Context: an optimization exercise on an open-source flow, tuned for small area, a short achievable clock period and few clock cycles per item. The choices shown serve that exercise and are no tape-out recipe. RTL that was checked went through simulation tests only; none was proved equivalent to the original. Only the layout flow was run in run 5; the RTL was not checked for function there.

**flow/design.v**
```verilog
package muldiv_pkg;
    typedef logic [31:0] operand_t;   
    typedef logic [63:0] result_t;    
endpackage
`timescale 1ns/1ps
module shift_add_multiplier #(
    parameter int SLOT_W = 3
) (
    input  logic                 clk,
    input  logic                 rst,
    input  logic                 start,
    input  muldiv_pkg::operand_t a,
    input  muldiv_pkg::operand_t b,
    input  logic [SLOT_W-1:0]    tag,
    output logic                 busy,
    output logic                 wr_en,     
    output logic [SLOT_W-1:0]    wr_slot,
    output muldiv_pkg::result_t  wr_data
);
    logic        run;         
    logic        fin;         
    logic [1:0]  left;        
    logic [1:0]  nbytes;      
    logic [31:0] mcand;
    logic [31:0] mplier;      
    logic [32:0] hs, hc;      
    logic [7:0]  ls, lc;      
    logic        lci;         
    logic [31:0] lo;          
    logic        take;
    assign take = start && !busy && !rst;
    function automatic logic [2:0] nbytes_of(input logic [31:0] v);
        if (v[31:24] != 8'd0)      nbytes_of = 3'd4;
        else if (v[23:16] != 8'd0) nbytes_of = 3'd3;
        else if (v[15:8]  != 8'd0) nbytes_of = 3'd2;
        else if (v[7:0]   != 8'd0) nbytes_of = 3'd1;
        else                       nbytes_of = 3'd0;
    endfunction
    logic [2:0] na, nb, nmin;
    logic       swap;
    assign na   = nbytes_of(a);
    assign nb   = nbytes_of(b);
    assign swap = na < nb;
    assign nmin = swap ? na : nb;
    logic [2:0] nm1w;
    logic [1:0] nm1;
    assign nm1w = nmin - 3'd1;
    assign nm1  = (nmin == 3'd0) ? 2'd0 : nm1w[1:0];
    localparam int W = 41;
    logic [W-1:0] r [10];
    always_comb begin
        r[0] = {{(W-33){1'b0}}, hs};
        r[1] = {{(W-33){1'b0}}, hc};
        for (int i = 0; i < 8; i++) r[2+i] = mplier[i] ? ({{(W-32){1'b0}}, mcand} << i) : '0;
    end
    function automatic logic [2*W-1:0] csa(input logic [W-1:0] x, input logic [W-1:0] y, input logic [W-1:0] z);
        logic [W-1:0] s, c;
        s = x ^ y ^ z;
        c = ((x & y) | (x & z) | (y & z)) << 1;
        csa = {s, c};
    endfunction
    logic [W-1:0] l1 [7];
    logic [W-1:0] l2 [5];
    logic [W-1:0] l3 [4];
    logic [W-1:0] l4 [3];
    logic [W-1:0] ts, tc;
    always_comb begin
        {l1[0], l1[1]} = csa(r[0], r[1], r[2]);
        {l1[2], l1[3]} = csa(r[3], r[4], r[5]);
        {l1[4], l1[5]} = csa(r[6], r[7], r[8]);
        l1[6] = r[9];
        {l2[0], l2[1]} = csa(l1[0], l1[1], l1[2]);
        {l2[2], l2[3]} = csa(l1[3], l1[4], l1[5]);
        l2[4] = l1[6];
        {l3[0], l3[1]} = csa(l2[0], l2[1], l2[2]);
        l3[2] = l2[3];
        l3[3] = l2[4];
        {l4[0], l4[1]} = csa(l3[0], l3[1], l3[2]);
        l4[2] = l3[3];
        {ts, tc} = csa(l4[0], l4[1], l4[2]);
    end
    logic [8:0]  lsum;
    logic [41:0] fsum;
    logic [71:0] full;
    assign lsum = {1'b0, ls} + {1'b0, lc} + {8'd0, lci};
    assign fsum = {1'b0, hs, ls} + {1'b0, hc, lc} + {41'd0, lci};
    assign full = {fsum[39:0], lo};
    always_ff @(posedge clk) begin
        if (rst) begin
            run <= 1'b0;
            fin <= 1'b0;
        end else if (take) begin
            run <= 1'b1;
        end else if (run) begin
            if (left == 2'd0) begin
                run <= 1'b0;
                fin <= 1'b1;
            end
        end else if (fin) begin
            fin <= 1'b0;
        end
    end
    always_ff @(posedge clk) begin
        if (take) begin
            mcand   <= swap ? b : a;
            mplier  <= swap ? a : b;
            nbytes  <= nm1;
            left    <= nm1;
            wr_slot <= tag;
            hs      <= '0;
            hc      <= '0;
            ls      <= '0;
            lc      <= '0;
            lci     <= 1'b0;
        end else begin
            mplier <= mplier >> 8;
            left   <= left - 2'd1;
            hs     <= ts[40:8];
            hc     <= tc[40:8];
            ls     <= ts[7:0];
            lc     <= tc[7:0];
            lci    <= lsum[8];
            lo     <= {lsum[7:0], lo[31:8]};
        end
    end
    assign busy    = run || fin;
    assign wr_en   = fin;
    always_comb begin
        case (nbytes)
            2'd0:    wr_data = {24'd0, full[71:32]};
            2'd1:    wr_data = {16'd0, full[71:24]};
            2'd2:    wr_data = {8'd0, full[71:16]};
            default: wr_data = full[71:8];
        endcase
    end
endmodule
`timescale 1ns/1ps
module restoring_divider #(
    parameter int SLOT_W = 3
) (
    input  logic                 clk,
    input  logic                 rst,
    input  logic                 start,
    input  muldiv_pkg::operand_t dividend,
    input  muldiv_pkg::operand_t divisor,
    input  logic [SLOT_W-1:0]    tag,
    input  logic                 wr_block,  
    output logic                 busy,
    output logic                 wr_en,     
    output logic [SLOT_W-1:0]    wr_slot,
    output muldiv_pkg::result_t  wr_data
);
    logic        norm;        
    logic        run;         
    logic [3:0]  left;        
    logic [31:0] rem;
    logic [31:0] dvsr;        
    logic [31:0] quo;
    logic        take;
    assign take = start && !busy && !rst;
    function automatic logic [5:0] bitlen(input logic [31:0] v);
        logic [5:0] n;
        n = 6'd0;
        for (int i = 0; i < 32; i++) if (v[i]) n = i + 1;
        bitlen = n;
    endfunction
    logic [5:0] lx, ly;
    logic [5:0] k;          
    logic       yzero;
    logic       qzero;      
    assign lx    = bitlen(rem);
    assign ly    = bitlen(dvsr);
    assign yzero = (dvsr == 32'd0);
    assign qzero = yzero || (lx < ly);
    assign k     = lx - ly;
    logic [34:0] t1, t2, t3;
    logic [34:0] a3, b3, c3, s3, y3;
    assign t1 = {3'd0, rem} - {3'd0, dvsr};
    assign t2 = {3'd0, rem} - {2'd0, dvsr, 1'b0};
    assign a3 = {3'd0, rem};
    assign b3 = ~{3'd0, dvsr};
    assign c3 = ~{2'd0, dvsr, 1'b0};
    assign s3 = a3 ^ b3 ^ c3;
    assign y3 = ((a3 & b3) | (a3 & c3) | (b3 & c3)) << 1;
    logic [35:0] t3w;
    assign t3w = {s3, 1'b1} + {y3[34:1], 1'b1, 1'b1};
    assign t3  = t3w[35:1];
    logic [1:0]  digit;
    logic [31:0] rem_next;
    always_comb begin
        if (!t3[34]) begin
            digit = 2'd3;
            rem_next = t3[31:0];
        end else if (!t2[34]) begin
            digit = 2'd2;
            rem_next = t2[31:0];
        end else if (!t1[34]) begin
            digit = 2'd1;
            rem_next = t1[31:0];
        end else begin
            digit = 2'd0;
            rem_next = rem;
        end
    end
    logic want;             
    logic stall;
    assign want  = (norm && qzero) || (run && left == 4'd0);
    assign stall = want && wr_block;
    always_ff @(posedge clk) begin
        if (rst) begin
            norm <= 1'b0;
            run  <= 1'b0;
        end else if (take) begin
            norm <= 1'b1;
        end else if (!stall) begin
            if (norm) begin
                norm <= 1'b0;
                run  <= !qzero;
            end else if (run && left == 4'd0) begin
                run <= 1'b0;
            end
        end
    end
    always_ff @(posedge clk) begin
        if (take) begin
            rem     <= dividend;
            dvsr    <= divisor;
            quo     <= '0;
            wr_slot <= tag;
        end else if (!stall) begin
            if (norm) begin
                dvsr <= dvsr << {k[4:1], 1'b0};
                left <= k[4:1];
            end else begin
                rem  <= rem_next;
                quo  <= {quo[29:0], digit};
                dvsr <= dvsr >> 2;
                left <= left - 4'd1;
            end
        end
    end
    assign busy    = norm || run;
    assign wr_en   = want && !wr_block;
    assign wr_data = norm ? {rem, yzero ? 32'hFFFF_FFFF : 32'd0} : {rem_next, quo[29:0], digit};
endmodule
`timescale 1ns/1ps
module result_arbiter #(
    parameter int SLOT_W = 3
) (
    input  logic                mul_we,
    input  logic [SLOT_W-1:0]   mul_slot,
    input  muldiv_pkg::result_t mul_data,
    input  logic                div_we,
    input  logic [SLOT_W-1:0]   div_slot,
    input  muldiv_pkg::result_t div_data,
    output logic                bank_we,
    output logic [SLOT_W-1:0]   bank_slot,
    output muldiv_pkg::result_t bank_data
);
    assign bank_we   = mul_we || div_we;
    assign bank_slot = mul_we ? mul_slot : div_slot;
    assign bank_data = mul_we ? mul_data : div_data;
endmodule
`timescale 1ns/1ps
module result_bank #(
    parameter int SLOT_W = 3
) (
    input  logic                clk,
    input  logic                we,
    input  logic [SLOT_W-1:0]   wr_slot,
    input  muldiv_pkg::result_t wr_data,
    input  logic [SLOT_W-1:0]   rd_slot,
    output muldiv_pkg::result_t rd_data
);
    localparam int DEPTH = 2 ** SLOT_W;
    muldiv_pkg::result_t mem [DEPTH];
    always_ff @(posedge clk) begin
        if (we) begin
            mem[wr_slot] <= wr_data;
        end
    end
    assign rd_data = mem[rd_slot];   
endmodule
`timescale 1ns/1ps
module muldiv_unit #(
    parameter int SLOT_W = 3
) (
    input  logic                 clk,
    input  logic                 rst,
    input  logic                 mul_start,
    input  muldiv_pkg::operand_t mul_a,
    input  muldiv_pkg::operand_t mul_b,
    input  logic [SLOT_W-1:0]    mul_tag,
    output logic                 mul_busy,
    input  logic                 div_start,
    input  muldiv_pkg::operand_t div_dividend,
    input  muldiv_pkg::operand_t div_divisor,
    input  logic [SLOT_W-1:0]    div_tag,
    output logic                 div_busy,
    input  logic [SLOT_W-1:0]    rd_slot,
    output muldiv_pkg::result_t  rd_data
);
    logic                mul_we;
    logic [SLOT_W-1:0]   mul_slot;
    muldiv_pkg::result_t mul_data;
    logic                div_we;
    logic [SLOT_W-1:0]   div_slot;
    muldiv_pkg::result_t div_data;
    logic                bank_we;
    logic [SLOT_W-1:0]   bank_slot;
    muldiv_pkg::result_t bank_data;
    shift_add_multiplier #(.SLOT_W(SLOT_W)) i_mul (
        .clk(clk), .rst(rst), .start(mul_start), .a(mul_a), .b(mul_b), .tag(mul_tag),
        .busy(mul_busy), .wr_en(mul_we), .wr_slot(mul_slot), .wr_data(mul_data)
    );
    restoring_divider #(.SLOT_W(SLOT_W)) i_div (
        .clk(clk), .rst(rst), .start(div_start), .dividend(div_dividend),
        .divisor(div_divisor), .tag(div_tag), .wr_block(mul_we), .busy(div_busy),
        .wr_en(div_we), .wr_slot(div_slot), .wr_data(div_data)
    );
    result_arbiter #(.SLOT_W(SLOT_W)) i_arb (
        .mul_we(mul_we), .mul_slot(mul_slot), .mul_data(mul_data),
        .div_we(div_we), .div_slot(div_slot), .div_data(div_data),
        .bank_we(bank_we), .bank_slot(bank_slot), .bank_data(bank_data)
    );
    result_bank #(.SLOT_W(SLOT_W)) i_bank (
        .clk(clk), .we(bank_we), .wr_slot(bank_slot), .wr_data(bank_data),
        .rd_slot(rd_slot), .rd_data(rd_data)
    );
endmodule
```
**flow/run.sh**
```bash
#!/bin/bash
# synth_recipe.tcl (not shown) runs the flow's synth.tcl, then flattens the netlist and writes it again
# the make line also repeats each setting of config.mk as NAME=value (left out here)
make -C /OpenROAD-flow-scripts/flow DESIGN_CONFIG=/design/flow/config.mk WORK_HOME=/design/flow/orfs CLKGATE_MAP_FILE= SYNTH_SCRIPT=/design/flow/synth_recipe.tcl finish
```
**flow/config.mk**
```make
export PLATFORM = sky130hd
export DESIGN_NAME = muldiv_unit
export DESIGN_NICKNAME = muldiv_unit
export VERILOG_FILES = /design/flow/design.v
export SDC_FILE = /design/flow/constraint.sdc
export NUM_CORES = 4
export LEC_CHECK = 0
export CAP_MARGIN = 20
export CORE_MARGIN = 2
export CORE_UTILIZATION = 40
export PLACE_DENSITY = 0.6
export SLEW_MARGIN = 20
```
**flow/constraint.sdc**
```tcl
create_clock -name core_clock -period 5.0 [get_ports {clk}]
set_input_delay 1.0000 -clock core_clock [delete_from_list [all_inputs] [get_ports {clk}]]
set_output_delay 1.0000 -clock core_clock [all_outputs]
set_load 0.01 [all_outputs]
```
==> run notes, run 1 <==
outcome finished clean; drt total wl 154,200 µm; Worst Setup End Kind flip-flop; Post-Synth XOR/XNOR Area 0.01838; Setup violations, final 0; cell accounting for the most synthesized area edfxtp_1; clk sinks 787; number of global-route vias before repair 35,550; CTS H-tree lvls 3; Synth Warn # 8; commonest cells in the netlist edfxtp_1, nand2_1, inv_1, fa_1, o21ai_0; mux cell area share after synthesis 0.1112; Slew Limit Fails 0; ys flop type edfxtp_1; type of origin of the critical path flip-flop; fill cell total of the finished layout 10,850; Cell Area, Placed 55,260 µm²; max cap viols 0; Hold WC Path Type flip-flop to flip-flop; Gate Count Post-Synth 4,152; ys async rst share 0; Synth Net Count 4,734; Post-synth EDFFs 644; kind of critical path flip-flop to flip-flop; synthesized area 49,080 µm²; #FFs+latches synth 787; Die H 354.3 µm; post-synth cell types 98; Area Overhead vs Synth 19.54%; placed cells 6,097; total global routing track utilization 0.2421; Final Cell Area 58,660 µm²; simple-gate area share of the yosys netlist 0.1055; post-synth top area share 0.3941; standard-cell rows 128; Final Core Density 0.4820; post-layout min period 4840 ps; skew final 62.85 ps; sequential fraction of the synthesis area 0.4524; critical path data required time 5400 ps; Arr. time, crit path 5240 ps; post-route ant nets 0; Initial Util 0.4032; Iter 0 DRT Violations 3,151; final worst-path cycle share 0.9680; Overflow after GRT 0; Reg clk slew, reported paths 60 ps; routed vias/inst 5.657; 1st-pass router iterations 7; TritonCTS buffer count 87; adder-cell area share of the yosys netlist 0.1554; final hold slack 423.1 ps; Die Area 125,500 µm²; Root Driver clkbuf_16; initial antenna violation count 4; Relative slew margins 0.1363; Residual DRC 0; filler-free cell count of the finished design 6,272; ranking of synthesized cells by area edfxtp_1, fa_1, mux4_2, dfxtp_1, ha_1; maximum clock frequency 206.6 MHz; Sum Neg Setup Slack 0 ps; clock latency (worst-skew pair) 700 ps; Worst-Margin Slew 1286 ps; CTS tree done; global-route wire length before repair 229,600 µm; Wirelength per Cell 24.58 µm; Detail Placement HPWL 116,400 µm; Core ar. 121,700 µm²; top-count cell post-synth edfxtp_1; vias post-DR 35,480; Top Ports 207; layout cell share with drive strength beyond 1 0.1668; largest net degree at the start of global routing 150; port buffer count 206; Avg Cell Area, Syn 11.82 µm²; Clock Tree Buf Depth 3; crit path max fanout 15; Hold Fails Final Rpt 0; Compound-Gate Fraction of Synth Area 0.1196; Die W 354.3 µm; main combinational cell family by area after synthesis adder cells; final RePlAce weighted congestion 0.9829; nets@finish 5,155
[cells in the final DEF (no fill, tap or decap), types with 96 or more instances in the layout]
cell type,count
nor2_1,203
edfxtp_1,644
inv_1,284
o21ai_0,237
mux2_2,116
mux2i_1,117
clkdlybuf4s50_1,203
and2_1,220
mux4_2,131
fa_1,280
dfxtp_1,142
clkbuf_16,96
ha_1,160
buf_4,269
a21oi_1,221
nand2_1,394
[state kept, by name, indices dropped and copies added (netlist names), 3 cells and up]
register / count
i_mul.wr_slot: 3
i_mul.mplier: 32
i_mul.lc: 3
i_div.dvsr: 32
i_div.quo: 30
i_div.left: 4
i_mul.mcand: 32
i_mul.ls: 8
i_mul.hc: 32
i_mul.hs: 31
i_bank.mem: 512
i_div.wr_slot: 3
i_mul.lo: 24
i_div.rem: 32
[stage by stage]
step / worst slack (ps)
floorplan: -635.3
global placement: -158.5
detailed placement: -170.6
CTS: 6.784
global route: -20.77
finish: 160.0
[metal layers]
metal / share of wire / global-route usage
met1: 0.44 / 0.3454
met4: 0.040 / 0.09059
met5: 0 / 0
met3: 0.070 / 0.03177
met2: 0.45 / 0.3775
[worst paths after layout]
path,cells past startpoint,slack [ps],start,end
max,25,160,i_div.dvsr[1]$_DFFE_PP_,i_bank.mem[0][12]$_DFFE_PP_
min,2,420,i_mul.mplier[8]$_DFF_P_,i_mul.mplier[0]$_DFF_P_
max reg2reg,25,160,i_div.dvsr[1]$_DFFE_PP_,i_bank.mem[0][12]$_DFFE_PP_
min reg2reg,2,420,i_mul.mplier[8]$_DFF_P_,i_mul.mplier[0]$_DFF_P_
[cells by family (layout without fill, tap and decap cells)]
group | after synthesis | in the layout
other cells | 0 | 1
mux | 366 | 366
flops | 787 | 787
xor+xnor | 103 | 103
simple gates | 1073 | 1073
buf+inv | 482 | 976
fa+ha+maj | 441 | 441
compound gates | 900 | 900
[critical path, cell delays in order (launching register included)]
cell and delay, ps:
edfxtp_1 430, nor2_4 140, o311ai_2 90, buf_4 150, a311oi_2 300, o311ai_2 150, a311oi_2 330, o311ai_1 120
a311oi_1 310, o311ai_1 120, nand2_1 130, inv_2 60, fa_2 370, nor2b_1 110, o21ai_0 80, nand2b_1 120
a21o_1 130, a21oi_1 60, nor2_1 140, o21bai_1 70, buf_4 200, nor2b_2 170, o21ai_4 310, nor2_4 90
buf_12 160, buf_12 150
[what timing repair did]
action	4_1_cts	5_1_grt
pin swaps	2	4
gates resized for setup	8	17
hold buffers	0	0
setup buffers	1	5
gates cloned	1	7
setup endpoints to repair	514	619
[cell type report]
cell class / count / area (µm²) / area share
Antenna cell: 1 / 2.502 / 0.00004266
Clock buffer: 107 / 2357 / 0.04018
Clock inverter: 55 / 678.2 / 0.01156
Inverter: 289 / 1085 / 0.01849
Multi-Input combinational cell: 2883 / 25220 / 0.4299
Sequential cell: 787 / 22210 / 0.3785
Tap cell: 1625 / 2033 / 0.03466
Timing Repair Buffer: 525 / 5085 / 0.08668
Testbench counts, summed over its fixed seeds: cycles 11,513, ops 3,200.
==> inputs of run 2 (changes only) <==
--- a/flow/config.mk
+++ b/flow/config.mk
@@ -9,4 +9,5 @@
 export CORE_MARGIN = 2
 export CORE_UTILIZATION = 40
 export PLACE_DENSITY = 0.6
+export SETUP_SLACK_MARGIN = 1.6
 export SLEW_MARGIN = 20
==> run notes, run 2 <==
final hold slack 426.0 ps (was 423.1 ps); RSZ-0062 raised after global routing true; CTS H-tree lvls 3 (unchanged); global-route wire length before repair 252,400 µm (was 229,600 µm); placed cells 6,039 (was 6,097); Arr. time, crit path 5050 ps (was 5240 ps); max reg flops 512 (unchanged); Relative slew margins 0.2903 (was 0.1363); crit path max fanout 7 (was 15); Slew Limit Fails 0 (unchanged); Wirelength per Cell 26.53 µm (was 24.58 µm); Initial Util 0.4032 (unchanged); clk sinks 787 (unchanged); total global routing track utilization 0.2694 (was 0.2421); sequential fraction of the synthesis area 0.4524 (unchanged); TritonCTS buffer count 88 (was 87); Synth Warn # 8 (unchanged); 1st-pass router iterations 6 (was 7); Core ar. 121,700 µm² (unchanged); Detail Placement HPWL 115,800 µm (was 116,400 µm); synthesized area 49,080 µm² (unchanged); area of the multi-input gates 27,110 µm² (was 25,220 µm²); critical path data required time 5400 ps (about the same); Hold Fails Final Rpt 0 (unchanged); kind of critical path flip-flop to flip-flop (unchanged); clock latency (worst-skew pair) 710 ps (was 700 ps); Avg Cell Area, Syn 11.82 µm² (unchanged); Die H 354.3 µm (unchanged); #FFs+latches synth 787 (unchanged); Clock Tree Buf Depth 3 (unchanged); outcome finished clean (unchanged); Post-synth EDFFs 644 (unchanged); ys async rst share 0 (unchanged); Reg clk slew, reported paths 60 ps (about the same); number of global-route vias before repair 38,140 (was 35,550); post-synth top area share 0.3941 (unchanged); type of origin of the critical path flip-flop (unchanged); fill cell total of the finished layout 10,200 (was 10,850); Residual DRC 0 (unchanged); hold buffer count at cts 0 (unchanged); final worst-path cycle share 0.9315 (was 0.9680); cell accounting for the most synthesized area edfxtp_1 (unchanged); Area Overhead vs Synth 32.53% (was 19.54%); Setup violations, final 0 (unchanged); Iter 0 DRT Violations 4,011 (was 3,151); top-count cell post-synth edfxtp_1 (unchanged); standard-cell rows 128 (unchanged); CTS tree done (unchanged); Hold WC Path Type flip-flop to flip-flop (unchanged); ranking of synthesized cells by area edfxtp_1, fa_1, mux4_2, dfxtp_1, ha_1 (unchanged); max cap viols 0 (unchanged); maximum clock frequency 214.7 MHz (was 206.6 MHz); most common cell after layout, fill and taps aside edfxtp_1 (unchanged); ys flop type edfxtp_1 (unchanged); drt total wl 174,100 µm (was 154,200 µm); Worst-Margin Slew 1061 ps (was 1286 ps); Die Area 125,500 µm² (unchanged); Sum Neg Setup Slack 0 ps (unchanged); commonest cells after routing, fill and taps aside edfxtp_1, nand2_1, buf_4, inv_1, o21ai_0 (was edfxtp_1, nand2_1, inv_1, fa_1, buf_4); routed vias/inst 5.794 (was 5.657); Top Ports 207 (unchanged); vias post-DR 38,030 (was 35,480); Worst Setup End Kind flip-flop (unchanged); post-layout min period 4658 ps (was 4840 ps); post-synth cell types 98 (unchanged); port buffer count 206 (unchanged); skew final 40.29 ps (was 62.85 ps); Gate Count Post-Synth 4,152 (unchanged); Root Driver clkbuf_16 (unchanged); largest net degree at the start of global routing 100 (was 150); ant diodes 0 (was 1); Die W 354.3 µm (unchanged); commonest cells in the netlist edfxtp_1, nand2_1, inv_1, fa_1, o21ai_0 (unchanged); Biggest register i_bank.mem (unchanged); nets@finish 5,447 (was 5,155); Overflow after GRT 0 (unchanged); layout cell share with drive strength beyond 1 0.2984 (was 0.1668); initial antenna violation count 2 (was 4); filler-free cell count of the finished design 6,564 (was 6,272); FF+latch area 22,230 µm² (was 22,210 µm²); post-route ant nets 0 (unchanged); final RePlAce weighted congestion 0.9932 (was 0.9829); Synth Net Count 4,734 (unchanged)
[run 2: cell counts after synthesis]
Identical to the previous run, type by type.
[run 2: metal layers]
metal,GRT usage,part of all wire,vias up
met5,0,0.00014,-
met4,0.1178,0.049,4
met3,0.04103,0.076,390
met2,0.4321,0.47,1775
met1,0.3636,0.41,19210
li1,-,-,16650
[run 2: path summary, 6_finish.rpt]
kind,slack [ps],endpoint,from,depth (start not counted)
worst min-delay path,430,i_mul.mplier[5]$_DFF_P_,i_mul.mplier[13]$_DFF_P_,2
worst max register to register,340,i_bank.mem[7][40]$_DFFE_PP_,i_div.dvsr[4]$_DFFE_PP_,24
worst max-delay path,340,i_bank.mem[7][40]$_DFFE_PP_,i_div.dvsr[4]$_DFFE_PP_,24
worst min register to register,430,i_mul.mplier[5]$_DFF_P_,i_mul.mplier[13]$_DFF_P_,2
[run 2: worst max-delay path, stage by stage (launching register included)]
cell and delay (ps):
edfxtp_1 420, o311ai_2 320, a311oi_2 170, o311ai_2 280
a311oi_1 140, o311ai_1 300, a311oi_1 140, o311ai_1 290
nand2_1 130, inv_1 90, fa_2 200, nor2b_1 50
o21ai_1 120, nand2b_1 80, a21o_1 190, a21oi_2 130
nor2_2 50, o21bai_1 110, buf_4 200, nand2_2 70
o21a_4 250, nor2_4 140, buf_12 190, buf_12 140
buf_16 120
[run 2: cells by family (layout without fill, tap and decap cells)]
| logic type | after synthesis | in the layout | synth area share |
|---|---|---|---|
| xor gates and xnor gates | 103 | 104 | 0.01838 |
| and+or+nand+nor | 1073 | 1073 | 0.1055 |
| adders and majority gates | 441 | 441 | 0.1554 |
| DFF | 787 | 787 | 0.4524 |
| AOI/OAI and AO/OA | 900 | 900 | 0.1196 |
| buffers and inverters | 482 | 1268 | 0.03755 |
| muxes | 366 | 366 | 0.1112 |
[run 2: final cells by class]
class | count | share of cell area
sequential | 787 | 0.3418
clock buffer | 110 | 0.03574
inverter | 289 | 0.01714
tap | 1625 | 0.03126
timing repair buffer | 815 | 0.1490
multi-input combinational | 2884 | 0.4168
clock inverter | 54 | 0.008291
[run 2: stage by stage]
step	setup slack [ps]	util	cell area [µm²]
CTS	312.0	0.5294	64440
finish	342.4	0.5344	65040
global placement	223.9	0.4505	54830
global route	35.66	0.5344	65040
floorplan	331.4	-	49170
detailed placement	260.3	0.4505	54830
[run 2: repair_timing]
| action | CTS | global route |
|---|---|---|
| gates cloned | 59 | 12 |
| pin swaps | 252 | 23 |
| endpoints found under the setup margin | 1150 | 1173 |
| setup buffers | 277 | 13 |
| resized for setup | 963 | 48 |
==> inputs of run 3 (changes only) <==
--- a/flow/design.v
+++ b/flow/design.v
@@ -150,8 +150,10 @@
     output logic [SLOT_W-1:0]    wr_slot,
     output muldiv_pkg::result_t  wr_data
 );
-    logic        norm;        
+    logic        triv;        
+    logic        yzero;
     logic        run;         
+    logic        last;        
     logic [3:0]  left;        
     logic [31:0] rem;
     logic [31:0] dvsr;        
@@ -166,13 +168,13 @@
     endfunction
     logic [5:0] lx, ly;
     logic [5:0] k;          
-    logic       yzero;
-    logic       qzero;      
-    assign lx    = bitlen(rem);
-    assign ly    = bitlen(dvsr);
-    assign yzero = (dvsr == 32'd0);
-    assign qzero = yzero || (lx < ly);
-    assign k     = lx - ly;
+    logic       in_yzero;
+    logic       in_triv;
+    assign lx       = bitlen(dividend);
+    assign ly       = bitlen(divisor);
+    assign k        = lx - ly;
+    assign in_yzero = (divisor == 32'd0);
+    assign in_triv  = in_yzero || (dividend < divisor);
     logic [34:0] t1, t2, t3;
     logic [34:0] a3, b3, c3, s3, y3;
     assign t1 = {3'd0, rem} - {3'd0, dvsr};
@@ -204,44 +206,40 @@
     end
     logic want;             
     logic stall;
-    assign want  = (norm && qzero) || (run && left == 4'd0);
+    assign want  = triv || (run && last);
     assign stall = want && wr_block;
     always_ff @(posedge clk) begin
         if (rst) begin
-            norm <= 1'b0;
+            triv <= 1'b0;
             run  <= 1'b0;
         end else if (take) begin
-            norm <= 1'b1;
+            triv <= in_triv;
+            run  <= !in_triv;
         end else if (!stall) begin
-            if (norm) begin
-                norm <= 1'b0;
-                run  <= !qzero;
-            end else if (run && left == 4'd0) begin
-                run <= 1'b0;
-            end
+            triv <= 1'b0;
+            if (last) run <= 1'b0;
         end
     end
     always_ff @(posedge clk) begin
         if (take) begin
             rem     <= dividend;
-            dvsr    <= divisor;
+            dvsr    <= divisor << {k[4:1], 1'b0};
+            left    <= k[4:1];
+            last    <= (k[4:1] == 4'd0);
+            yzero   <= in_yzero;
             quo     <= '0;
             wr_slot <= tag;
         end else if (!stall) begin
-            if (norm) begin
-                dvsr <= dvsr << {k[4:1], 1'b0};
-                left <= k[4:1];
-            end else begin
-                rem  <= rem_next;
-                quo  <= {quo[29:0], digit};
-                dvsr <= dvsr >> 2;
-                left <= left - 4'd1;
-            end
+            rem  <= rem_next;
+            quo  <= {quo[29:0], digit};
+            dvsr <= dvsr >> 2;
+            left <= left - 4'd1;
+            last <= (left == 4'd1);
         end
     end
-    assign busy    = norm || run;
+    assign busy    = triv || run;
     assign wr_en   = want && !wr_block;
-    assign wr_data = norm ? {rem, yzero ? 32'hFFFF_FFFF : 32'd0} : {rem_next, quo[29:0], digit};
+    assign wr_data = triv ? {rem, yzero ? 32'hFFFF_FFFF : 32'd0} : {rem_next, quo[29:0], digit};
 endmodule
 `timescale 1ns/1ps
 module result_arbiter #(
--- a/flow/config.mk
+++ b/flow/config.mk
@@ -9,5 +9,4 @@
 export CORE_MARGIN = 2
 export CORE_UTILIZATION = 40
 export PLACE_DENSITY = 0.6
-export SETUP_SLACK_MARGIN = 1.6
 export SLEW_MARGIN = 20
==> run notes, run 3 <==
main combinational cell family by area after synthesis adder cells (unchanged); Relative slew margins 0.3734 (was 0.2903); largest net degree at the start of global routing 86 (was 100); standard-cell rows 129 (was 128); fill cell total of the finished layout 11,150 (was 10,200); Arr. time, crit path 5210 ps (was 5050 ps); Post-synth EDFFs 646 (was 644); CTS H-tree lvls 3 (unchanged); Hold WC Path Type flip-flop to flip-flop (unchanged); Overflow after GRT 0 (unchanged); hold buffer count at cts 0 (unchanged); Slew Limit Fails 0 (unchanged); most common cell after layout, fill and taps aside edfxtp_1 (unchanged); CTS tree done (unchanged); max cap viols 0 (unchanged); Wirelength per Cell 23.07 µm (was 26.53 µm); total global routing track utilization 0.2296 (was 0.2694); Synth Net Count 4,821 (was 4,734); Die H 355.8 µm (was 354.3 µm); Top Ports 207 (unchanged); clock latency (worst-skew pair) 680 ps (was 710 ps); maximum clock frequency 204.8 MHz (was 214.7 MHz); type of origin of the critical path flip-flop (unchanged); Worst-Margin Slew 930.0 ps (was 1061 ps); Biggest register i_bank.mem (unchanged); ant diodes 0 (unchanged); drt total wl 145,200 µm (was 174,100 µm); Detail Placement HPWL 108,400 µm (was 115,800 µm); Compound-Gate Fraction of Synth Area 0.1093 (was 0.1196); TritonCTS buffer count 87 (was 88); nets@finish 5,202 (was 5,447); port buffer count 206 (unchanged); Residual DRC 0 (unchanged); crit path max fanout 8 (was 7); post-layout min period 4882 ps (was 4658 ps); Post-Synth XOR/XNOR Area 0.02034 (was 0.01838); Worst Setup End Kind flip-flop (unchanged); Final Cell Area 58,350 µm² (was 65,040 µm²); ranking of synthesized cells by area edfxtp_1, fa_1, mux4_2, dfxtp_1, ha_1 (unchanged); number of global-route vias before repair 35,380 (was 38,140); Root Driver clkbuf_16 (unchanged); max reg flops 512 (unchanged); skew final 26.97 ps (was 40.29 ps); post-synth top area share 0.3918 (was 0.3941); global-route wire length before repair 220,800 µm (was 252,400 µm); ys async rst share 0 (unchanged); post-synth cell types 105 (was 98); placed cells 6,127 (was 6,039); commonest cells after routing, fill and taps aside edfxtp_1, nand2_1, inv_1, fa_1, a21oi_1 (was edfxtp_1, nand2_1, buf_4, inv_1, o21ai_0); sequential fraction of the synthesis area 0.4496 (was 0.4524); adder-cell area share of the yosys netlist 0.1616 (was 0.1554); post-route ant nets 0 (unchanged); area of the multi-input gates 25,490 µm² (was 27,110 µm²); routed vias/inst 5.582 (was 5.794); Setup violations, final 0 (unchanged); Initial Util 0.4015 (was 0.4032); Cell Area, Placed 55,200 µm² (was 54,830 µm²); filler-free cell count of the finished design 6,294 (was 6,564); FF+latch area 22,270 µm² (was 22,230 µm²); final hold slack 426.9 ps (was 426.0 ps); Avg Cell Area, Syn 11.76 µm² (was 11.82 µm²); critical path data required time 5330 ps (was 5400 ps); 1st-pass router iterations 6 (unchanged); Die Area 126,600 µm² (was 125,500 µm²); Die W 355.8 µm (was 354.3 µm); Clock Tree Buf Depth 3 (unchanged); clk sinks 789 (was 787); Reg clk slew, reported paths 70 ps (was 60 ps); vias post-DR 35,140 (was 38,030); synthesized area 49,510 µm² (was 49,080 µm²); ys flop type edfxtp_1 (unchanged); initial antenna violation count 6 (was 2); Core ar. 123,300 µm² (was 121,700 µm²); outcome finished clean (unchanged); Final Core Density 0.4732 (was 0.5344); simple-gate area share of the yosys netlist 0.1079 (was 0.1055); Gate Count Post-Synth 4,209 (was 4,152); final worst-path cycle share 0.9765 (was 0.9315); mux cell area share after synthesis 0.1115 (was 0.1112); cell accounting for the most synthesized area edfxtp_1 (unchanged); kind of critical path flip-flop to flip-flop (unchanged); commonest cells in the netlist edfxtp_1, nand2_1, inv_1, fa_1, a21oi_1 (was edfxtp_1, nand2_1, inv_1, fa_1, o21ai_0); final RePlAce weighted congestion 0.9783 (was 0.9932); Hold Fails Final Rpt 0 (unchanged); Synth Warn # 8 (unchanged); Iter 0 DRT Violations 3,049 (was 4,011); layout cell share with drive strength beyond 1 0.1621 (was 0.2984); top-count cell post-synth edfxtp_1 (unchanged); #FFs+latches synth 789 (was 787); Area Overhead vs Synth 17.86% (was 32.53%)
## run 3: cell types whose count changed after synthesis, moves of 10 or more
cell	previous run	this run
inv_1	286	319
nand4_1	11	24
o21ai_0	239	199
a21oi_1	221	276
a211oi_1	54	35
a21o_1	40	51
mux2_2	116	126
nor4_1	22	33
clkbuf_1	153	138
ha_1	160	190
a22oi_1	30	7
## run 3: path summary, 6_finish.rpt
| kind | start | to | slack, ps | depth (start not counted) |
|---|---|---|---|---|
| worst max-delay path | i_div.dvsr[0]$_DFFE_PP_ | i_bank.mem[3][61]$_DFFE_PP_ | 120 | 17 |
| worst max register to register | i_div.dvsr[0]$_DFFE_PP_ | i_bank.mem[3][61]$_DFFE_PP_ | 120 | 17 |
| worst min-delay path | i_mul.mplier[10]$_DFF_P_ | i_mul.mplier[2]$_DFF_P_ | 430 | 2 |
| worst min register to register | i_mul.mplier[10]$_DFF_P_ | i_mul.mplier[2]$_DFF_P_ | 430 | 2 |
## run 3: repair_timing
action                     4_1_cts  5_1_grt
setup endpoints to repair       16      106
resized for setup                1       27
gates cloned                     0        2
buffers inserted                 1        8
pin swaps                        0       12
## run 3: area by class of cell
cell class / instances / area share
well taps: 1637 / 0.03510
clock buffers: 112 / 0.04085
clock inverters: 44 / 0.009306
inverters: 322 / 0.02080
repair buffers: 481 / 0.07556
flip-flops and latches: 789 / 0.3816
multi-input cells: 2909 / 0.4368
## run 3: cells by family (layout without fill, tap and decap cells)
group | count (synthesis) | in the layout
AOI/OAI and AO/OA | 851 | 851
and+or+nand+nor | 1101 | 1101
buffers and inverters | 511 | 959
xor gates and xnor gates | 115 | 115
muxes | 371 | 371
adders and majority gates | 471 | 471
DFF | 789 | 789
## run 3: through the flow
step	setup slack (ps)	TNS [ps]
floorplan	281.5	0
global placement	-416.1	-10570
detailed placement	-425.6	-10950
CTS	17.18	0
global route	-31.48	-89.25
finish	117.7	0
## run 3: worst max-delay path: stages (launching register included)
cell,delay (ps)
edfxtp_1,520
inv_1,130
fa_1,420
inv_1,70
ha_1,170
inv_1,60
fa_1,460
a211oi_2,280
o21ai_1,120
a21boi_2,200
o211ai_1,260
a311o_1,480
a21o_1,240
a31oi_1,210
xor2_1,180
nor2_1,80
a311o_1,370
o2bb2ai_1,270
## run 3: routing by layer
| layer | global-route usage | wire [µm] | vias up |
|---|---|---|---|
| met4 | 0.06397 | 3762 | 2 |
| met2 | 0.3579 | 65370 | 1317 |
| li1 | - | - | 16030 |
| met5 | 0 | 11 | - |
| met1 | 0.3317 | 65520 | 17580 |
| met3 | 0.03718 | 10540 | 206 |
Testbench counts of run 3, summed over its fixed seeds: cycles 10,921, ops 3,200.
==> inputs of run 4 (changes only) <==
--- a/flow/config.mk
+++ b/flow/config.mk
@@ -5,6 +5,7 @@
 export SDC_FILE = /design/flow/constraint.sdc
 export NUM_CORES = 4
 export LEC_CHECK = 0
+export ABC_CLOCK_PERIOD_IN_PS = 3500
 export CAP_MARGIN = 20
 export CORE_MARGIN = 2
 export CORE_UTILIZATION = 40
==> run notes, run 4 <==
drt total wl 145,200 µm (unchanged); max reg flops 512 (unchanged); Worst Setup End Kind flip-flop (unchanged); Gate Count Post-Synth 4,209 (unchanged); ys flop type edfxtp_1 (unchanged); Initial Util 0.4015 (unchanged); most common cell after layout, fill and taps aside edfxtp_1 (unchanged); filler-free cell count of the finished design 6,294 (unchanged); Top Ports 207 (unchanged); commonest cells in the netlist edfxtp_1, nand2_1, inv_1, fa_1, a21oi_1 (unchanged); #FFs+latches synth 789 (unchanged); CP max-delay cell edfxtp_1 (unchanged); Reg2Reg Depth 17 (unchanged); TritonCTS buffer count 87 (unchanged); Biggest register i_bank.mem (unchanged); standard-cell rows 129 (unchanged); Slew Limit Fails 0 (unchanged); Detail Placement HPWL 108,400 µm (unchanged); ant diodes 0 (unchanged); Iter 0 DRT Violations 3,049 (unchanged); Relative slew margins 0.3734 (unchanged); most used cell, CP inv_1 (unchanged); post-route ant nets 0 (unchanged); vias post-DR 35,140 (unchanged); Die Area 126,600 µm² (unchanged); Sum Neg Setup Slack 0 ps (unchanged); synthesized area 49,510 µm² (unchanged); Die H 355.8 µm (unchanged); post-synth top area share 0.3918 (unchanged); skew final 26.97 ps (unchanged); Overflow after GRT 0 (unchanged); Final Core Density 0.4732 (unchanged); Max stage delay on crit path 520 ps (about the same); initial antenna violation count 6 (unchanged); maximum clock frequency 204.8 MHz (unchanged); Arr. time, crit path 5210 ps (about the same); post-synth cell types 105 (unchanged); Synth Net Count 4,821 (unchanged); number of global-route vias before repair 35,380 (unchanged); Root Driver clkbuf_16 (unchanged); port buffer count 206 (unchanged); Hold Fails Final Rpt 0 (unchanged); cells along the critical path inv_1, fa_1, inv_1, ha_1, inv_1, fa_1, a211oi_2, o21ai_1, a21boi_2, o211ai_1, a311o_1, a21o_1, a31oi_1, xor2_1, nor2_1, a311o_1, o2bb2ai_1 (unchanged); Residual DRC 0 (unchanged); Worst-Margin Slew 930.0 ps (unchanged); Post-synth EDFFs 646 (unchanged); Hold WC Path Type flip-flop to flip-flop (unchanged); sequential fraction of the synthesis area 0.4496 (unchanged); Setup violations, final 0 (unchanged); clk sinks 789 (unchanged); crit path max fanout 8 (unchanged); 1st-pass router iterations 6 (unchanged); Synth Warn # 8 (unchanged); reg2reg end i_bank.mem[3][61]$_DFFE_PP_ (unchanged); layout cell share with drive strength beyond 1 0.1621 (unchanged); type of origin of the critical path flip-flop (unchanged); Core ar. 123,300 µm² (unchanged); Hold Path Stages 2 (unchanged); critical path data required time 5330 ps (about the same); outcome finished clean (unchanged); largest net degree at the start of global routing 86 (unchanged); Reg clk slew, reported paths 70 ps (about the same); CTS tree done (unchanged); placed cells 6,127 (unchanged); routed vias/inst 5.582 (unchanged); Die W 355.8 µm (unchanged); commonest cells after routing, fill and taps aside edfxtp_1, nand2_1, inv_1, fa_1, a21oi_1 (unchanged); RR Startpoint i_div.dvsr[0]$_DFFE_PP_ (unchanged); Hold Crit Endpoint i_mul.mplier[2]$_DFF_P_ (unchanged); Wirelength per Cell 23.07 µm (unchanged); Clock Tree Buf Depth 3 (unchanged); Hold Crit Start i_mul.mplier[10]$_DFF_P_ (unchanged); nets@finish 5,202 (unchanged); final worst-path cycle share 0.9765 (unchanged); kind of critical path flip-flop to flip-flop (unchanged); post-layout min period 4882 ps (unchanged); Area Overhead vs Synth 17.86% (unchanged); Avg Cell Area, Syn 11.76 µm² (unchanged); r2r setup slk 120 ps (about the same); final RePlAce weighted congestion 0.9783 (unchanged); total global routing track utilization 0.2296 (unchanged); ys async rst share 0 (unchanged); max cap viols 0 (unchanged); ranking of synthesized cells by area edfxtp_1, fa_1, mux4_2, dfxtp_1, ha_1 (unchanged); cell accounting for the most synthesized area edfxtp_1 (unchanged); CTS H-tree lvls 3 (unchanged); clock latency (worst-skew pair) 680 ps (about the same); global-route wire length before repair 220,800 µm (unchanged); top-count cell post-synth edfxtp_1 (unchanged)
[run 4: cell counts after synthesis]
No cell type changed its count.
[run 4: final cells by class]
class / count / area (µm²)
multi-input combinational: 2909 / 25490
sequential: 789 / 22270
fill: 11150 / 64960
clock buffer: 112 / 2384
timing repair buffer: 481 / 4409
tap: 1637 / 2048
clock inverter: 44 / 543.0
inverter: 322 / 1214
[run 4: metal layers]
metal  GRT usage  wire length (µm)  up-vias  share of wire
li1            -                 -    16030              -
met2      0.3579             65370     1317           0.45
met3     0.03718             10540      206          0.073
met5           0                11        -       0.000076
met1      0.3317             65520    17580           0.45
met4     0.06397              3762        2          0.026
[run 4: cell families after synthesis]
| family | Yosys count | synth area share |
|---|---|---|
| fa+ha+maj | 471 | 0.1616 |
| compound gates | 851 | 0.1093 |
| flops | 789 | 0.4496 |
| simple gates | 1101 | 0.1079 |
| mux | 371 | 0.1115 |
| buf+inv | 511 | 0.03973 |
| xor+xnor | 115 | 0.02034 |
[run 4: worst max-delay path by stage]
stage | end | startpoint | depth (start not counted)
2_1_floorplan | i_div.dvsr[22]$_DFFE_PP_ | div_divisor[1] | 19
3_3_place_gp | i_div.dvsr[21]$_DFFE_PP_ | div_dividend[1] | 24
3_5_place_dp | i_div.dvsr[19]$_DFFE_PP_ | div_divisor[1] | 23
4_1_cts | i_bank.mem[6][63]$_DFFE_PP_ | i_div.dvsr[1]$_DFFE_PP_ | 18
5_1_grt | i_div.dvsr[21]$_DFFE_PP_ | div_dividend[1] | 24
6_report | i_bank.mem[3][61]$_DFFE_PP_ | i_div.dvsr[0]$_DFFE_PP_ | 17
[run 4: critical path, delay by kind of cell, from the launching register on]
kind | cells | cell delay, ps
xor gates and xnor gates | 1 | 180
DFF | 1 | 520
adders and majority gates | 3 | 1050
AOI/OAI and AO/OA | 9 | 2430
and+or+nand+nor | 1 | 80
buffers and inverters | 3 | 260
[run 4: stage by stage]
step / cell area (µm²) / setup slack [ps] / hold WS (ps)
floorplan: 49510 / 281.5 / 401.4
global placement: 55200 / -416.1 / 407.2
detailed placement: 55200 / -425.6 / 412.5
CTS: 58140 / 17.18 / 428.3
global route: 58350 / -31.48 / 446.2
finish: 58350 / 117.7 / 426.9
[run 4: timing repair]
| action | CTS | global route |
|---|---|---|
| endpoints found under the setup margin | 16 | 106 |
| resized for setup | 1 | 27 |
| pin swaps | 0 | 12 |
| buffers inserted | 1 | 8 |
| hold buffers | 0 | 0 |
| gates cloned | 0 | 2 |
==> inputs of run 5 (changes only) <==
--- a/flow/design.v
+++ b/flow/design.v
@@ -152,11 +152,14 @@
 );
     logic        triv;        
     logic        yzero;
+    logic        norm;        
     logic        run;         
     logic        last;        
     logic [3:0]  left;        
+    logic [3:0]  shift;       
     logic [31:0] rem;
     logic [31:0] dvsr;        
+    logic [33:0] dvsr3;       
     logic [31:0] quo;
     logic        take;
     assign take = start && !busy && !rst;
@@ -175,18 +178,12 @@
     assign k        = lx - ly;
     assign in_yzero = (divisor == 32'd0);
     assign in_triv  = in_yzero || (dividend < divisor);
+    logic [31:0] dvsr_n;
+    assign dvsr_n = dvsr << {shift, 1'b0};
     logic [34:0] t1, t2, t3;
-    logic [34:0] a3, b3, c3, s3, y3;
     assign t1 = {3'd0, rem} - {3'd0, dvsr};
     assign t2 = {3'd0, rem} - {2'd0, dvsr, 1'b0};
-    assign a3 = {3'd0, rem};
-    assign b3 = ~{3'd0, dvsr};
-    assign c3 = ~{2'd0, dvsr, 1'b0};
-    assign s3 = a3 ^ b3 ^ c3;
-    assign y3 = ((a3 & b3) | (a3 & c3) | (b3 & c3)) << 1;
-    logic [35:0] t3w;
-    assign t3w = {s3, 1'b1} + {y3[34:1], 1'b1, 1'b1};
-    assign t3  = t3w[35:1];
+    assign t3 = {3'd0, rem} - {1'd0, dvsr3};
     logic [1:0]  digit;
     logic [31:0] rem_next;
     always_comb begin
@@ -211,10 +208,14 @@
     always_ff @(posedge clk) begin
         if (rst) begin
             triv <= 1'b0;
+            norm <= 1'b0;
             run  <= 1'b0;
         end else if (take) begin
             triv <= in_triv;
-            run  <= !in_triv;
+            norm <= !in_triv;
+        end else if (norm) begin
+            norm <= 1'b0;
+            run  <= 1'b1;
         end else if (!stall) begin
             triv <= 1'b0;
             if (last) run <= 1'b0;
@@ -223,21 +224,26 @@
     always_ff @(posedge clk) begin
         if (take) begin
             rem     <= dividend;
-            dvsr    <= divisor << {k[4:1], 1'b0};
-            left    <= k[4:1];
-            last    <= (k[4:1] == 4'd0);
+            dvsr    <= divisor;
+            shift   <= k[4:1];
             yzero   <= in_yzero;
             quo     <= '0;
             wr_slot <= tag;
+        end else if (norm) begin
+            dvsr  <= dvsr_n;
+            dvsr3 <= {2'd0, dvsr_n} + {1'd0, dvsr_n, 1'b0};
+            left  <= shift;
+            last  <= (shift == 4'd0);
         end else if (!stall) begin
-            rem  <= rem_next;
-            quo  <= {quo[29:0], digit};
-            dvsr <= dvsr >> 2;
-            left <= left - 4'd1;
-            last <= (left == 4'd1);
+            rem   <= rem_next;
+            quo   <= {quo[29:0], digit};
+            dvsr  <= dvsr >> 2;
+            dvsr3 <= dvsr3 >> 2;
+            left  <= left - 4'd1;
+            last  <= (left == 4'd1);
         end
     end
-    assign busy    = triv || run;
+    assign busy    = triv || norm || run;
     assign wr_en   = want && !wr_block;
     assign wr_data = triv ? {rem, yzero ? 32'hFFFF_FFFF : 32'd0} : {rem_next, quo[29:0], digit};
 endmodule
--- a/flow/config.mk
+++ b/flow/config.mk
@@ -5,7 +5,6 @@
 export SDC_FILE = /design/flow/constraint.sdc
 export NUM_CORES = 4
 export LEC_CHECK = 0
-export ABC_CLOCK_PERIOD_IN_PS = 3500
 export CAP_MARGIN = 20
 export CORE_MARGIN = 2
 export CORE_UTILIZATION = 40
==> run notes, run 5 <==
setup slack at placement 165.2 ps (was -425.6 ps); total global routing track utilization 0.2321 (was 0.2296); clock latency (worst-skew pair) 700 ps (was 680 ps); setup bufs post-CTS 0 (was 1); Core ar. 131,300 µm² (was 123,300 µm²); Root Driver clkbuf_16 (unchanged); type of origin of the critical path flip-flop (unchanged); commonest cells in the netlist edfxtp_1, nand2_1, inv_1, o21ai_0, a21oi_1 (was edfxtp_1, nand2_1, inv_1, fa_1, a21oi_1); Worst Setup End Kind flip-flop (unchanged); initial antenna violation count 3 (was 6); Clock Tree Buf Depth 3 (unchanged); outcome finished clean (unchanged); placed cells 6,567 (was 6,127); ranking of synthesized cells by area edfxtp_1, fa_1, mux4_2, dfxtp_1, ha_1 (unchanged); busiest layer in global routing met2 (unchanged); post-route ant nets 0 (unchanged); layout cell share with drive strength beyond 1 0.1215 (was 0.1621); Hold WC Path Type flip-flop to flip-flop (unchanged); most common cell after layout, fill and taps aside edfxtp_1 (unchanged); Arr. time, crit path 5360 ps (was 5210 ps); TritonCTS buffer count 93 (was 87); Final Cell Area 60,940 µm² (was 58,350 µm²); Relative slew margins 0.3717 (was 0.3734); post-layout min period 4822 ps (was 4882 ps); post-synth cell types 90 (was 105); filler-free cell count of the finished design 6,742 (was 6,294); nets@finish 5,523 (was 5,202); ys async rst share 0 (unchanged); Detail Placement HPWL 117,400 µm (was 108,400 µm); Residual DRC 0 (unchanged); Cell Area, Placed 57,670 µm² (was 55,200 µm²); Hold Fails Final Rpt 0 (unchanged); standard-cell rows 133 (was 129); Critical path origin i_div.rem[5]$_DFFE_PP_ (was i_div.dvsr[0]$_DFFE_PP_); critical path data required time 5540 ps (was 5330 ps); number of global-route vias before repair 37,760 (was 35,380); Biggest register i_bank.mem (unchanged); #FFs+latches synth 828 (was 789); kind of critical path flip-flop to flip-flop (unchanged); Hold Crit Start i_mul.mplier[17]$_DFF_P_ (was i_mul.mplier[10]$_DFF_P_); Slew Limit Fails 0 (unchanged); crit path max fanout 23 (was 8); post-cts resize count 0 (was 1); Die W 367.4 µm (was 355.8 µm); max cap viols 0 (unchanged); M2 GR Usage 0.3587 (was 0.3579); top-count cell post-synth edfxtp_1 (unchanged); ys flop type edfxtp_1 (unchanged); final worst-path cycle share 0.9644 (was 0.9765); Initial Util 0.4023 (was 0.4015); hold buffer count at cts 0 (unchanged); Overflow after GRT 0 (unchanged); clk sinks 828 (was 789); routed vias/inst 5.646 (was 5.582); Reg clk slew, reported paths 60 ps (was 70 ps); vias post-DR 38,070 (was 35,140); Worst-Margin Slew 932.7 ps (was 930.0 ps); RSZ-0062 raised after global routing true; Top Ports 207 (unchanged); max reg flops 512 (unchanged); skew final 35.55 ps (was 26.97 ps); Avg Cell Area, Syn 11.30 µm² (was 11.76 µm²); CTS tree done (unchanged); 1st-pass router iterations 6 (unchanged); Synth Net Count 5,288 (was 4,821); Iter 0 DRT Violations 3,655 (was 3,049); Area Overhead vs Synth 15.38% (was 17.86%); RR Startpoint i_div.rem[5]$_DFFE_PP_ (was i_div.dvsr[0]$_DFFE_PP_); maximum clock frequency 207.4 MHz (was 204.8 MHz); port buffer count 206 (unchanged); post-synth top area share 0.3889 (was 0.3918); global-route wire length before repair 238,600 µm (was 220,800 µm); synthesized area 52,810 µm² (was 49,510 µm²); met1 GRT Util 0.3378 (was 0.3317); commonest cells after routing, fill and taps aside edfxtp_1, nand2_1, inv_1, a21oi_1, o21ai_0 (was edfxtp_1, nand2_1, inv_1, fa_1, a21oi_1); Die H 367.4 µm (was 355.8 µm); Setup violations, final 0 (unchanged); M3 GR Usage 0.03306 (was 0.03718); Die Area 135,000 µm² (was 126,600 µm²); Gate Count Post-Synth 4,672 (was 4,209); Post-synth EDFFs 684 (was 646); cell accounting for the most synthesized area edfxtp_1 (unchanged); Largest regs i_bank.mem x512, i_div.dvsr3 x34; Wirelength per Cell 23.47 µm (was 23.07 µm); Final Core Density 0.4641 (was 0.4732); largest net degree at the start of global routing 86 (unchanged); sequential fraction of the synthesis area 0.4435 (was 0.4496); CTS H-tree lvls 3 (unchanged); Synth Warn # 8 (unchanged); final RePlAce weighted congestion 0.9951 (was 0.9783); drt total wl 158,200 µm (was 145,200 µm); PnR worst setup slack 177.9 ps (was 117.7 ps)
[run 5: final timing paths]
check / endpoint / slack, ps / cells past startpoint
worst min register to register: i_mul.mplier[9]$_DFF_P_ / 430 / 2
worst min-delay path: i_mul.mplier[9]$_DFF_P_ / 430 / 2
worst max-delay path: i_bank.mem[5][54]$_DFFE_PP_ / 180 / 16
worst max register to register: i_bank.mem[5][54]$_DFFE_PP_ / 180 / 16
[run 5: layout make-up]
cell class                 count  area [µm²]
timing repair buffer         354        3357
fill                       12030       70360
inverter                     363        1364
clock buffer                 109        2397
clock inverter                65       839.6
antenna                        1       2.502
multi-input combinational   3267       27350
sequential                   828       23430
tap                         1755        2196
[run 5: critical path, cell delays in order, from the launching register on]
cell and delay (ps):
edfxtp_1 500, ha_1 370, a21o_1 200, or3_1 330
o2111ai_1 310, nand3_1 260, a21oi_2 320, o41ai_2 130
buf_4 170, a41oi_4 250, buf_12 220, buf_4 270
o21ai_0 120, o22ai_1 370, mux2i_1 140, o22ai_1 450
buf_4 240
[run 5: metrics by stage]
| step | TNS, ps | hold WS [ps] |
|---|---|---|
| finish | 0 | 428.2 |
| global route | -3.891 | 455.3 |
| CTS | 0 | 429.9 |
| detailed placement | 0 | 415.9 |
| global placement | 0 | 408.7 |
| floorplan | 0 | 401.4 |
[run 5: layer usage]
layer | vias up | share of wire
met5 | - | 0.000082
met4 | 2 | 0.029
met3 | 212 | 0.071
met2 | 1373 | 0.45
met1 | 19040 | 0.45
li1 | 17440 | -
[run 5: cells by family after synthesis]
logic type               synth area share
AND/OR/NAND/NOR                    0.1121
XOR/XNOR                          0.02289
adder cells (fa/ha/maj)            0.1482
multiplexers                       0.1058
flip-flops                         0.4435
AO/OA/AOI/OAI                      0.1262
buffers and inverters             0.04134

## static timing again, ports no longer ideal
The flow's constraints put no driver on any port. The routed layouts listed below were extracted and timed again, unchanged, in two steps.
Step 1 assumes that a clkbuf_16 drives the clock port and a buf_2 every other input.
Step 2 also shifts input and output timing later by t, the mid clock arrival at the registers, as if the neighbouring blocks saw the same clock.
Three values: ideal, step 1, step 2; two values: the first two.
run | shift t [ns] | slack for setup (ns) | worst setup path after step 2 | clock arrival spread, ns | worst register clock-pin slew, ns
run 1 | 0.752 | 0.160 / 0.160 / 0.160 | register to register | 0.063 / 0.063 | 0.07 / 0.07
run 2 | 0.764 | 0.342 / 0.342 / 0.342 | register to register | 0.041 / 0.041 | 0.07 / 0.07
run 3 | 0.739 | 0.118 / 0.118 / -0.389 | input to register | 0.028 / 0.028 | 0.07 / 0.07
run 4 | 0.739 | 0.118 / 0.118 / -0.389 | input to register | 0.028 / 0.028 | 0.07 / 0.07
run 5 | 0.758 | 0.178 / 0.178 / 0.127 | input to register | 0.035 / 0.035 | 0.07 / 0.07
Met with ideal ports but missed after step 2: setup timing in run 3 and run 4.
